This is an optimization exercise on Yosys and OpenROAD, whose aim is small area, a short achievable clock period and few clock cycles per item, not a production implementation. In this exercise RTL edits were held to simulation tests only and were not proved equivalent to the original. Power and IR drop assume default switching activity.

== job 4292 ==
Design top_payload_generator, start of the top module:
module top_payload_generator (
    input  logic                          clk,
    input  logic                          resetn,
    input  logic [15:0]                   session_id_i,
    input  logic [31:0]                   msg_seq_num_i,
    input  logic [4-1:0]            pe_valid_i,
    input  logic [4*(32 + 32 + 16 + 64)-1:0]   pe_order_i,
    output logic [4-1:0]            pe_ready_o,
    input  logic                          tready_i,
    output logic                          tvalid_o,
    output logic                          tlast_o,
    output logic [64-1:0]            tdata_o
);
Size in the first run: about 740 cells after synthesis, roughly 700 I/O pins, about 7100 µm² of cells after synthesis.
Settings: LEC_CHECK=0, CAP_MARGIN=20, CORE_AREA=2.5 2.5 247.5 247.5, CTS_CLUSTER_DIAMETER=150, CTS_CLUSTER_SIZE=40, DIE_AREA=0 0 250 250, SETUP_SLACK_MARGIN=3.2, SLEW_MARGIN=20; clock period 5.0 ns.
standard.sh (not shown) runs the stock make flow with config.mk's settings and CLKGATE_MAP_FILE= SYNTH_SCRIPT=/design/flow/synth_recipe.tcl, a recipe that flattens the netlist after the stock synthesis.
==> flow/flow/run.sh <==
#!/bin/bash
# The standard flow, with two changes: the port buffers are the smallest
# buffer cell, and the pins are placed in regions (flow/io.tcl, made by
# gen/io_gen.py) that keep each tdata_o bit next to the input bits feeding it.
export BUFFER_PORTS_ARGS="-buffer_cell sky130_fd_sc_hd__buf_1"
export IO_CONSTRAINTS="$PWD/flow/io.tcl"
bash standard.sh > standard.log 2>&1
Other scripts of this flow, unchanged in this note and not shown: flow/flow/io.tcl
Testbench counts of job 4292, summed over its fixed seeds: cycles 38,424, items 9,600.
Changes in job 9606 relative to job 4292:
Settings: setting ABC_AREA to 1 for the first time; removing CTS_CLUSTER_SIZE (formerly 40); removing CTS_CLUSTER_DIAMETER (formerly 150).
Findings:
The largest power group comes out combinational logic in one run and sequential cells in the other, namely in job 9606 and job 4292 respectively. Job 4292 → job 9606: share of the final layout cell area in multi-input gates went up by 0.67 points, number of vias per cell after detailed routing went down by 0.26, area growth from synthesis to layout saw a decrease, smallest setup slack after layout moved down. On final critical path time including I/O delays and setup, the higher figure sits with job 9606, not job 4292. The sequential fraction of the synthesis area number comes out higher for job 4292 vs job 9606.
Edits applied to the flow inputs when going from job 9606 to job 4908:
Settings: removing ABC_AREA (formerly 1).
### Flow results
Job 4908: PASS, flow complete, no timing, DRC or antenna violations. On clock share of power: between job 4908 and job 9606, it ends up higher for job 4908. Routed length on met3 (job 4908 vs. job 9606) decreases by a few percent. Job 9606 → job 4908: synthesized cell count now sits lower; setup slack after layout now sits higher.

main:
The RTL this note starts from:
==> flow/design.v <==
`timescale 1ns/1ns
package order_pkg;
    typedef enum logic [7:0] {
        NEW     = 8'h30,
        CANCEL  = 8'h34,
        REPLACE = 8'h35
    } exec_type_e;
    typedef enum logic [7:0] {
        BUY  = 8'h31,
        SELL = 8'h32
    } side_e;
    typedef enum logic [7:0] {
        MARKET = 8'h31,
        LIMIT  = 8'h32
    } ord_type_e;
    typedef enum logic [7:0] {
        DAY = 8'h30,
        IOC = 8'h33,
        FOK = 8'h34
    } tif_e;
    typedef logic [31:0]       price_t;
    typedef logic [15:0]       qty_t;
    typedef logic [64-1:0] symbol_t;
    typedef struct packed {
        exec_type_e exec_type;
        side_e      side;
        ord_type_e  ord_type;
        tif_e       tif;
        price_t     price;
        qty_t       qty;
        symbol_t    symbol;
    } order_t;
    typedef logic [5-1:0][7:0] order_no_t;
endpackage
`timescale 1ns/1ns
package stream_pkg;
    typedef logic [64-1:0] beat_t;
    typedef logic [$clog2(4)-1:0] pe_idx_t;
    typedef enum logic [2:0] {
        IDLE,
        HDR,
        BODY,
        SYM,
        TAIL
    } builder_state_e;
    typedef logic [15:0] session_id_t;
    typedef logic [31:0] seq_num_t;
endpackage
`timescale 1ns/1ns
module order_no_counter (
    input  logic                 clk,
    input  logic                 resetn,
    input  logic                 advance_i,
    output order_pkg::order_no_t order_no_o
);
    logic [4*5-1:0] bcd_q;
    logic [5-1:0]   nine_q;     
    logic [5-1:0]   step_q;     
    logic [5-1:0]   nine;
    logic [5-1:0]   step;
    always_comb begin
        logic c;
        c = 1'b1;
        for (int d = 0; d < 5; d++) begin
            nine[d] = bcd_q[4*d +: 4] == 4'd9;
            step[d] = c;
            c = c && nine[d];
        end
    end
    always_ff @(posedge clk) begin
        if (!resetn) begin
            bcd_q  <= '0;
            nine_q <= '0;
            step_q <= 'b1;
        end else begin
            nine_q <= nine;
            step_q <= step;
            for (int d = 0; d < 5; d++) begin
                if (advance_i && step_q[d]) begin
                    bcd_q[4*d +: 4] <= nine_q[d] ? 4'd0 : bcd_q[4*d +: 4] + 4'd1;
                end
            end
        end
    end
    logic [8*5-1:0] ascii;
    always_comb begin
        for (int d = 0; d < 5; d++) begin
            ascii[8*d +: 8] = {4'h3, bcd_q[4*d +: 4]};
        end
    end
    assign order_no_o = ascii;
endmodule
`timescale 1ns/1ns
module top_payload_generator (
    input  logic                          clk,
    input  logic                          resetn,
    input  logic [15:0]                   session_id_i,
    input  logic [31:0]                   msg_seq_num_i,
    input  logic [4-1:0]            pe_valid_i,
    input  logic [4*(32 + 32 + 16 + 64)-1:0]   pe_order_i,
    output logic [4-1:0]            pe_ready_o,
    input  logic                          tready_i,
    output logic                          tvalid_o,
    output logic                          tlast_o,
    output logic [64-1:0]            tdata_o
);
    logic                 tvalid_q;
    logic                 tlast_q;
    logic [3:0]           bsel_q;
    logic [2:0][4-1:0] esel_q;
    stream_pkg::pe_idx_t  cur_q;       
    stream_pkg::pe_idx_t  nxt_q;       
    logic                 have_q;
    logic [4-1:0]   rdy_q;
    stream_pkg::beat_t    tdata_q, tdata_d;
    order_pkg::order_no_t order_no;
    logic                 ld;
    logic                 start;
    logic                 next0;       
    logic [4-1:0]   busy;
    logic [4-1:0]   cand;
    stream_pkg::pe_idx_t  pick;
    logic                 found;
    assign ld    = !tvalid_q || tready_i;
    assign start = ld && bsel_q[0] && (|esel_q[0]);
    assign next0 = ld ? (bsel_q[3] || (bsel_q[0] && !(|esel_q[0]))) : bsel_q[0];
    assign busy = esel_q[1] | esel_q[2] | rdy_q;
    assign cand = pe_valid_i & ~busy;
    always_comb begin
        found = 1'b0;
        pick  = cur_q;
        for (int k = 1; k <= 4; k++) begin
            if (!found && cand[stream_pkg::pe_idx_t'(cur_q + k)]) begin
                found = 1'b1;
                pick  = stream_pkg::pe_idx_t'(cur_q + k);
            end
        end
    end
    always_ff @(posedge clk) begin
        if (!resetn) begin
            tvalid_q <= 1'b0;
            tlast_q  <= 1'b0;
            bsel_q   <= 4'b0001;
            esel_q   <= '0;
            cur_q    <= '0;
            nxt_q    <= '0;
            have_q   <= 1'b0;
            rdy_q    <= '0;
        end else begin
            if (ld) begin
                tvalid_q  <= !bsel_q[0] || (|esel_q[0]);
                tlast_q   <= bsel_q[3];
                bsel_q[1] <= start;
                bsel_q[2] <= bsel_q[1];
                bsel_q[3] <= bsel_q[2];
                bsel_q[0] <= next0;
                esel_q[1] <= start ? esel_q[0] : '0;
                esel_q[2] <= esel_q[1];
                rdy_q     <= esel_q[2];
            end else begin
                rdy_q     <= '0;
            end
            for (int e = 0; e < 4; e++) begin
                esel_q[0][e] <= next0 && have_q && !start && nxt_q == stream_pkg::pe_idx_t'(e);
            end
            if (start) begin
                cur_q  <= nxt_q;
                have_q <= 1'b0;
            end else if (!have_q) begin
                have_q <= found;
                nxt_q  <= pick;
            end
        end
    end
    logic [4-1:0][64-1:0] eterm;
    for (genvar e = 0; e < 4; e++) begin : g_eng
        logic [(32 + 32 + 16 + 64)-1:0] o;
        assign o = pe_order_i[e*(32 + 32 + 16 + 64) +: (32 + 32 + 16 + 64)];
        assign eterm[e] = ({64{esel_q[0][e]}} & {16'h0,
                                                 5'b0, o[138], 1'b0, o[136],
                                                 6'b0, ~o[128], o[128],
                                                 32'h0})
                        | ({64{esel_q[1][e]}} & {o[111:80], o[79:64],
                                                 6'b0, ~o[120], o[120],
                                                 5'b0, o[114], o[112], o[112]})
                        | ({64{esel_q[2][e]}} & o[63:0]);
    end
    assign tdata_d = ({64{bsel_q[0]}} & {session_id_i, 8'h30, 8'h30, msg_seq_num_i})
                   | ({64{bsel_q[1]}} & {32'h0, 16'h0, 8'h30, 8'h30})
                   | ({64{bsel_q[3]}} & {order_no, 24'd0})
                   | eterm[0] | eterm[1] | eterm[2] | eterm[3];
    always_ff @(posedge clk) begin
        if (ld) tdata_q <= tdata_d;
    end
    order_no_counter u_order_no (
        .clk        (clk),
        .resetn     (resetn),
        .advance_i  (ld && bsel_q[3]),
        .order_no_o (order_no)
    );
    assign tvalid_o   = tvalid_q;
    assign tlast_o    = tlast_q;
    assign tdata_o    = tdata_q;
    assign pe_ready_o = rdy_q;
endmodule
export LEC_CHECK = 0
export CAP_MARGIN = 20
export CORE_AREA = 2.5 2.5 197.5 197.5
export DIE_AREA = 0 0 200 200
export SETUP_SLACK_MARGIN = 3.2
export SLEW_MARGIN = 20
create_clock -name core_clock -period 5.0 [get_ports {clk}]
==> flow/flow/run.sh <==
#!/bin/bash
# The standard flow, with three changes: the port buffers are the smallest
# buffer cell, the pins may sit on every routing track, and they are placed in
# regions (flow/io.tcl, made by gen/io_gen.py) that keep each tdata_o bit next
# to the input bits feeding it.
export BUFFER_PORTS_ARGS="-buffer_cell sky130_fd_sc_hd__buf_1"
export PLACE_PINS_ARGS="-min_distance 1 -min_distance_in_tracks"
export CTS_ARGS="-repair_clock_nets -buf_list sky130_fd_sc_hd__clkbuf_16 -root_buf sky130_fd_sc_hd__clkbuf_16"
export IO_CONSTRAINTS="$PWD/flow/io.tcl"
bash standard.sh > standard.log 2>&1
Other scripts of this flow, unchanged in this note and not shown: flow/flow/io.tcl
main: done, clean on timing, DRC and antenna
Testbench counts of main, summed over its fixed seeds: cycles 38,424, items 9,600.
### main -> the feature branch
- CTS_CLUSTER_DIAMETER newly set to 50
- CTS_CLUSTER_SIZE newly set to 30
--- a/flow/flow/run.sh
+++ b/flow/flow/run.sh
@@ -8 +7,0 @@
-export CTS_ARGS="-repair_clock_nets -buf_list sky130_fd_sc_hd__clkbuf_16 -root_buf sky130_fd_sc_hd__clkbuf_16"
==> comparison <==
main -> the feature branch: share of synthesized flip-flops with an asynchronous set or reset delta 0, exact match
On count of endpoints failing hold in the final timing report, main and the feature branch are basically level.
Diff main -> the feature branch: mux share of post-synthesis cell area saw little to no change; detailed-routed wire length on met3 saw little to no change; inverter count of the layout excluding clock inverters saw little to no change; design area saw little to no change; routed wire length saw little to no change.
Comparing the feature branch with main, the non-clock buffer contribution to total cell area came out essentially unchanged.
Non-clock buffer count in the final layout: main vs the feature branch identical
Taking main as the reference, in the feature branch setup slack ~0 delta; global-route usage ~0 delta.

## static timing again, ports no longer ideal
In the flow no input, the clock included, has a driving cell. The finished layouts below were timed again as built, in two steps. Step 1 (the two cells are an assumption about what drives the block):
set clk [get_ports {clk}]
set_driving_cell -lib_cell sky130_fd_sc_hd__clkbuf_16 $clk
set_driving_cell -lib_cell sky130_fd_sc_hd__buf_2 [delete_from_list [all_inputs] $clk]
Step 2 times the ports against the registers' clock, not the clock port: input delays grow and output delays shrink by t, the midpoint of the rising clock arrivals with the driver on. Three values: ideal, step 1, step 2; two values: the first two.
run	shift t [ns]	slack for setup (ns)	hold WS [ns]	latest minus earliest clock arrival (ns)
job 4292	0.510	3.026 / 2.969 / 2.648	0.466 / 0.466 / 0.466	0.010 / 0.010
job 9606	0.505	3.017 / 2.963 / 2.747	0.477 / 0.477 / 0.477	0.014 / 0.014
job 4908	0.510	3.026 / 2.969 / 2.648	0.466 / 0.466 / 0.466	0.010 / 0.010
main	0.472	3.054 / 3.003 / 2.681	0.461 / 0.461 / 0.461	0.017 / 0.017
the feature branch	0.472	3.054 / 3.003 / 2.681	0.461 / 0.461 / 0.461	0.017 / 0.017
After both steps setup and hold are still met in every run listed.
